This is an optimization exercise on Yosys and OpenROAD, whose aim is small area, a short achievable clock period and few clock cycles per item, not a production implementation.
Only simulation tests tie the RTL to the original design; equivalence was not proved.

==> inputs of tundra <==
Design sclane_top, start of the top module:
module sclane_top (
  input  wire logic        clk,
  input  wire logic        rst_n,
  input  wire logic        in_valid,
  output logic             in_ready,
  input  wire logic [48:0] in_data,
  output logic             out_valid,
  input  wire logic        out_ready,
  output logic [5:0]       out_data,
  input  wire logic        cfg_valid,
  output logic             cfg_ready,
  input  wire logic [1:0]  cfg_index,
  input  wire logic [15:0] cfg_data
);
make LEC_CHECK=0 CAP_MARGIN=20 CORE_MARGIN=2 CORE_UTILIZATION=40 SETUP_SLACK_MARGIN=5 SLEW_MARGIN=20 TNS_END_PERCENT=100 finish   # period 12.0 ns
run.sh (not shown) runs the stock make flow with config.mk's settings and CLKGATE_MAP_FILE= SYNTH_SCRIPT=/design/flow/synth_recipe.tcl, a recipe that flattens the netlist after the stock synthesis.
==> ember (differences from tundra) <==
--- a/flow/design.v
+++ b/flow/design.v
@@ -171,11 +171,11 @@
   logic stall;             
   logic outstall_r;
   typedef enum logic [2:0] {B_IDLE, B_PA, B_PB, B_FINAL, B_WRITE} bst_t;
   bst_t        bst;
   logic [4:0]  bcnt;
-  logic [31:0] bval, pk_r;
+  logic [31:0] bval, pk;
   logic        anyp_r;
   logic        probe;
   logic [NL-1:0] rcp;      
   logic [NL-1:0] lnz;
   logic [NL-1:0] rc_oh;
@@ -191,44 +191,36 @@
   always_ff @(posedge clk) begin
     if (!rst_n)     rcp <= '0;
     else if (chg)   rcp <= lnz;
     else if (rc_go) rcp <= rcp & ~rc_oh;
   end
-  logic        s0_v, s0_rc, sk_v;
-  logic [48:0] s0_d, sk_d;
+  logic        s0_v, s0_rc;
+  logic [48:0] s0_d;
   logic        in_ready_r;
-  logic        acc, s0_en;
+  logic        acc, s0_en, s0_v_n;
+  logic        hold_pred;    
   assign acc      = in_valid && in_ready_r;
   assign in_ready = in_ready_r;
   assign s0_en    = !stall || !s0_v;
-  logic sk_v_n;
-  always_comb begin
-    sk_v_n = sk_v;
-    if (s0_en)    sk_v_n = 1'b0;
-    else if (acc) sk_v_n = 1'b1;
-  end
+  assign s0_v_n   = s0_en ? (acc || rc_go) : s0_v;
   always_ff @(posedge clk) begin
     if (!rst_n) begin
       s0_v <= 1'b0;
-      sk_v <= 1'b0;
       in_ready_r <= 1'b0;
     end else begin
-      if (s0_en) s0_v <= sk_v || acc || rc_go;
-      sk_v <= sk_v_n;
-      in_ready_r <= !sk_v_n && !cfg_valid && !chg &&
+      s0_v <= s0_v_n;
+      in_ready_r <= !(s0_v_n && hold_pred) && !cfg_valid && !chg &&
                     !(mbusy && mcnt != 2'd3) &&
                     ((rcp == '0) || (rc_go && (rcp & ~rc_oh) == '0));
     end
   end
   always_ff @(posedge clk) begin
     if (s0_en) begin
-      s0_rc <= !sk_v && rc_go;
-      if (sk_v)       s0_d <= sk_d;
-      else if (rc_go) s0_d <= {26'b0, enc(rc_oh), rc_x, 2'b0};
-      else            s0_d <= in_data;
+      s0_rc <= rc_go;
+      if (rc_go) s0_d <= {26'b0, enc(rc_oh), rc_x, 2'b0};
+      else       s0_d <= in_data;
     end
-    if (stall && s0_v && !sk_v) sk_d <= in_data;
   end
   logic        d1_v, d1_rc, d1_bot;
   logic [30:0] d1_t;
   logic [16:0] d1_den, d1_rem;
   logic [18:0] d1_den3;
@@ -329,25 +321,28 @@
     end
   end
   logic [18:0] p_st;
   logic [15:0] p_q;
   logic        p_rnz, p_zero;
-  logic [64:0] p_key, p_ks, p_kv, p_w;
+  logic [64:0] p_key, p_ks, p_kv, p_w, p_sha;
+  logic [15:0] p_sh;
   always_comb begin
     p_st   = r4step(d4_rem, sw_r[1:0], d4_den, d4_den3);
     p_zero = (d4_den == '0);
     p_q    = p_zero ? 16'd0 : {d4_q, p_st[18:17]};
     p_rnz  = (p_st[16:0] != '0);
     p_key  = addc({1'b0, d4_t}, ~32'd10, 1'b1);
     p_ks   = addc({1'b0, d4_t}, ~{15'b0, (d4_bot ? kb_r : ks_r)}, 1'b1);
     p_kv   = addc(p_ks[31:0], {16'b0, (d4_bot ? 16'd0 : p_q)}, 1'b0);
     p_w    = addc({16'b0, d4_den[15:0]}, ~{16'b0, ww_r}, 1'b1);
+    p_sha  = addc({16'b0, sp_r}, {16'b0, ~p_q}, !p_rnz);
+    p_sh   = p_zero ? 16'd0 : p_sha[15:0];
   end
-  logic        c_v, c_rc, c_bot, c_none, c_nonev, c_rnz, c_zero;
+  logic        c_v, c_rc, c_bot, c_none, c_nonev;
   logic [30:0] c_t, c_key;
   logic [31:0] c_kv;
-  logic [15:0] c_q, c_w;
+  logic [15:0] c_sh, c_w;
   always_ff @(posedge clk) begin
     if (!rst_n) c_v <= 1'b0;
     else if (!stall) c_v <= d4_v;
     if (!stall) begin
       c_rc    <= d4_rc;
@@ -355,31 +350,23 @@
       c_t     <= d4_t;
       c_key   <= p_key[30:0];
       c_none  <= !p_key[64];
       c_kv    <= p_kv[31:0];
       c_nonev <= !p_ks[64] && !p_kv[64];
-      c_q     <= p_q;
-      c_rnz   <= p_rnz;
-      c_zero  <= p_zero;
+      c_sh    <= p_sh;
       c_w     <= p_w[15:0];
     end
   end
   logic          s_v, s_bot;
   logic [30:0]   s_t;
   logic [15:0]   s_w, s_sh;
-  logic [NL-1:0] s_fit, s_fixoh;
-  logic          s_fnew;
-  logic [64:0] c_sh_add;
-  logic [15:0] c_sh;
-  always_comb begin
-    c_sh_add = addc({16'b0, sp_r}, {16'b0, ~c_q}, !c_rnz);
-    c_sh     = c_zero ? 16'd0 : c_sh_add[15:0];
-  end
+  logic [NL-1:0] s_fit;
   assign probe = (bst == B_PA) || (bst == B_FINAL);
+  assign pk    = (bst == B_FINAL) ? bval : (bval & ~(32'd1 << bcnt));
   logic [31:0] kv_eff;
   logic        nonev_eff, vbot;
-  assign kv_eff    = probe ? pk_r : c_kv;
+  assign kv_eff    = probe ? pk : c_kv;
   assign nonev_eff = c_nonev && !probe;
   assign vbot      = c_bot && !probe;
   logic [NL-1:0] c1, cv, fit;
   logic          fnew, c1_off;
   assign c1_off = c_bot || probe;
@@ -390,38 +377,41 @@
       fit[j] = amask[j] && cv[j] && !nonev_eff && (c1_off || (c1[j] && !c_none));
     end
     fnew = !c_nonev && le32({1'b0, s_t}, c_kv) &&
            (c_bot || (!c_none && sum_le(s_t, s_sh, c_key)));
   end
-  logic [NL-1:0] fitp, oh, we_oh;
-  logic          anyf, nf, sel_go;
+  logic [NL-1:0] fixv, fitx;
+  assign fixv = (s_bot == c_bot) ? we_oh : '0;
+  assign fitx = (fit & ~fixv) | (fixv & {NL{fnew}});
+  logic [NL-1:0] fitp, fo, oh, we_oh;
+  logic          anyf, nf, sel_go, go_base;
   logic [5:0]    res;
   always_comb begin
-    fitp   = (s_fit & ~s_fixoh) | (s_fixoh & {NL{s_fnew}});
-    anyf   = |fitp;
-    nf     = s_v && !s_bot && !anyf && (bst == B_IDLE);
-    stall  = outstall_r || nf || (bst != B_IDLE && bst != B_WRITE);
-    sel_go = s_v && !stall;
-    oh     = first_one(fitp);
-    oh[0]  = oh[0] | !anyf;
-    we_oh  = sel_go ? oh : '0;
-    res    = {enc(oh), (bst == B_WRITE)};
+    fitp    = s_fit;
+    anyf    = |fitp;
+    nf      = s_v && !s_bot && !anyf && (bst == B_IDLE);
+    stall   = outstall_r || nf || (bst != B_IDLE && bst != B_WRITE);
+    sel_go  = s_v && !stall;
+    fo      = first_one(fitp);
+    go_base = s_v && !outstall_r && (bst == B_IDLE || bst == B_WRITE);
+    we_oh   = go_base ? fo : '0;
+    we_oh[0] = we_oh[0] | (go_base && s_bot && !anyf);
+    oh      = fo;
+    oh[0]   = oh[0] | !anyf;
+    res     = {enc(oh), (bst == B_WRITE)};
   end
   always_ff @(posedge clk) begin
     if (!rst_n) s_v <= 1'b0;
     else if (!stall) s_v <= c_v && !c_rc;
     if (!stall) begin
       s_bot   <= c_bot;
       s_t     <= c_t;
       s_w     <= c_w;
       s_sh    <= c_sh;
-      s_fit   <= fit;
-      s_fixoh <= (s_bot == c_bot) ? we_oh : '0;
-      s_fnew  <= fnew;
+      s_fit   <= fitx;
     end else if (bst == B_FINAL) begin
       s_fit   <= fit;
-      s_fixoh <= '0;
     end
   end
   logic [31:0] bval_n;
   assign bval_n = anyp_r ? (bval & ~(32'd1 << bcnt)) : bval;
   always_ff @(posedge clk) begin
@@ -431,19 +421,17 @@
       case (bst)
         B_IDLE: if (nf) begin
           bst  <= B_PA;
           bval <= {1'b0, {31{1'b1}}};
           bcnt <= 5'd30;
-          pk_r <= {2'b0, {30{1'b1}}};
         end
         B_PA: begin
           anyp_r <= |fit;
           bst    <= B_PB;
         end
         B_PB: begin
           bval <= bval_n;
-          pk_r <= (bcnt == 5'd0) ? bval_n : (bval_n & ~(32'd1 << (bcnt - 1'b1)));
           bcnt <= bcnt - 1'b1;
           bst  <= (bcnt == 5'd0) ? B_FINAL : B_PA;
         end
         B_FINAL: bst <= B_WRITE;
         default: if (sel_go) bst <= B_IDLE;
@@ -498,10 +486,14 @@
       outstall_r <= o_v_n && ob_v_n;
     end
     if (!o_v || pop) o_d <= ob_v ? ob_d : res;
     if (sel_go && (ob_v || !(!o_v || pop))) ob_d <= res;
   end
+  logic nf_pred, busy_n;
+  assign nf_pred   = c_v && !c_rc && !c_bot && (fitx == '0);
+  assign busy_n    = (bst == B_IDLE && nf) || bst == B_PA || bst == B_PB;
+  assign hold_pred = (o_v_n && ob_v_n) || busy_n || nf_pred;
   assign out_valid = o_v;
   assign out_data  = o_d;
 endmodule
 `default_nettype wire
 `default_nettype none
- CORE_UTILIZATION: 40 -> 50
- CTS_BUF_LIST: unset -> sky130_fd_sc_hd__clkbuf_8
==> impl_metrics.yaml <==
clocking:
  htree_levels: 5
power_and_ir_drop:
  switching_share_pct: 42.95
  power_frac_seq_pct: 28.2
place:
  pre_cts_ws_ns: 3.137
worst_setup_path:
  cp_common_cell: "nor4_1"
  slowest_stage: "nor4_1"
layout:
  diodes: 15
  seq_share_pct: 47.97
  multi_input_area_share_pct: 38.26
  drive_gt1_share_pct: 9.006
  multi_input_area_um2: 94640
timing:
  fmax_mhz: 139.2
  worst_pin_slew_ns: 1.294
floorplanning:
  design.die.area_um2: 555700
synth:
  synth.area.top_cells: "edfxtp_1, fa_1, ha_1"
  synth.area.mux_share_pct: 2.904
run_status:
  status: "timing/DRC/antenna clean"
The numbers above come from tundra.

==> impl_metrics.yaml <==
timing:
  fmax_mhz: 135.9
  worst_pin_slew_ns: 1.327
floorplanning:
  design.die.area_um2: 440800
layout:
  multi_input_area_um2: 96910
  seq_share_pct: 47.25
  diodes: 37
clocking:
  htree_levels: 6
synth:
  synth.area.top_cells: "edfxtp_1, fa_1, ha_1"
  synth.area.mux_share_pct: 3.323
worst_setup_path:
  slowest_stage: "o21ai_0"
run_status:
  status: "timing/DRC/antenna clean"
The numbers above come from ember.

Testbench counts of tundra, summed over its fixed seeds: cycles 5,254, items 4,800.
Testbench counts of ember, summed over its fixed seeds: cycles 5,254, items 4,800.

-- separate check: timing with driven ports --
Ports are ideal in the flow. The routed layouts listed here were re-timed in OpenROAD.
Step 1: set_driving_cell puts a clkbuf_16 on clk and a buf_2 on each other input, an assumption about the parent block.
Step 2 times the ports against the registers' clock, not the clock port: input delays grow and output delays shrink by t, the midpoint of the rising clock arrivals with the driver on.
a / b / c = ideal ports / drivers / drivers and shift; a / b = the first two.
run	shift t [ns]	setup slack, ns	worst data-port slew with drivers (ns)
tundra	1.162	4.818 / 4.818 / 4.818	0.23
ember	1.375	4.643 / 4.643 / 4.643	0.13
After both steps every run listed still meets setup and hold.
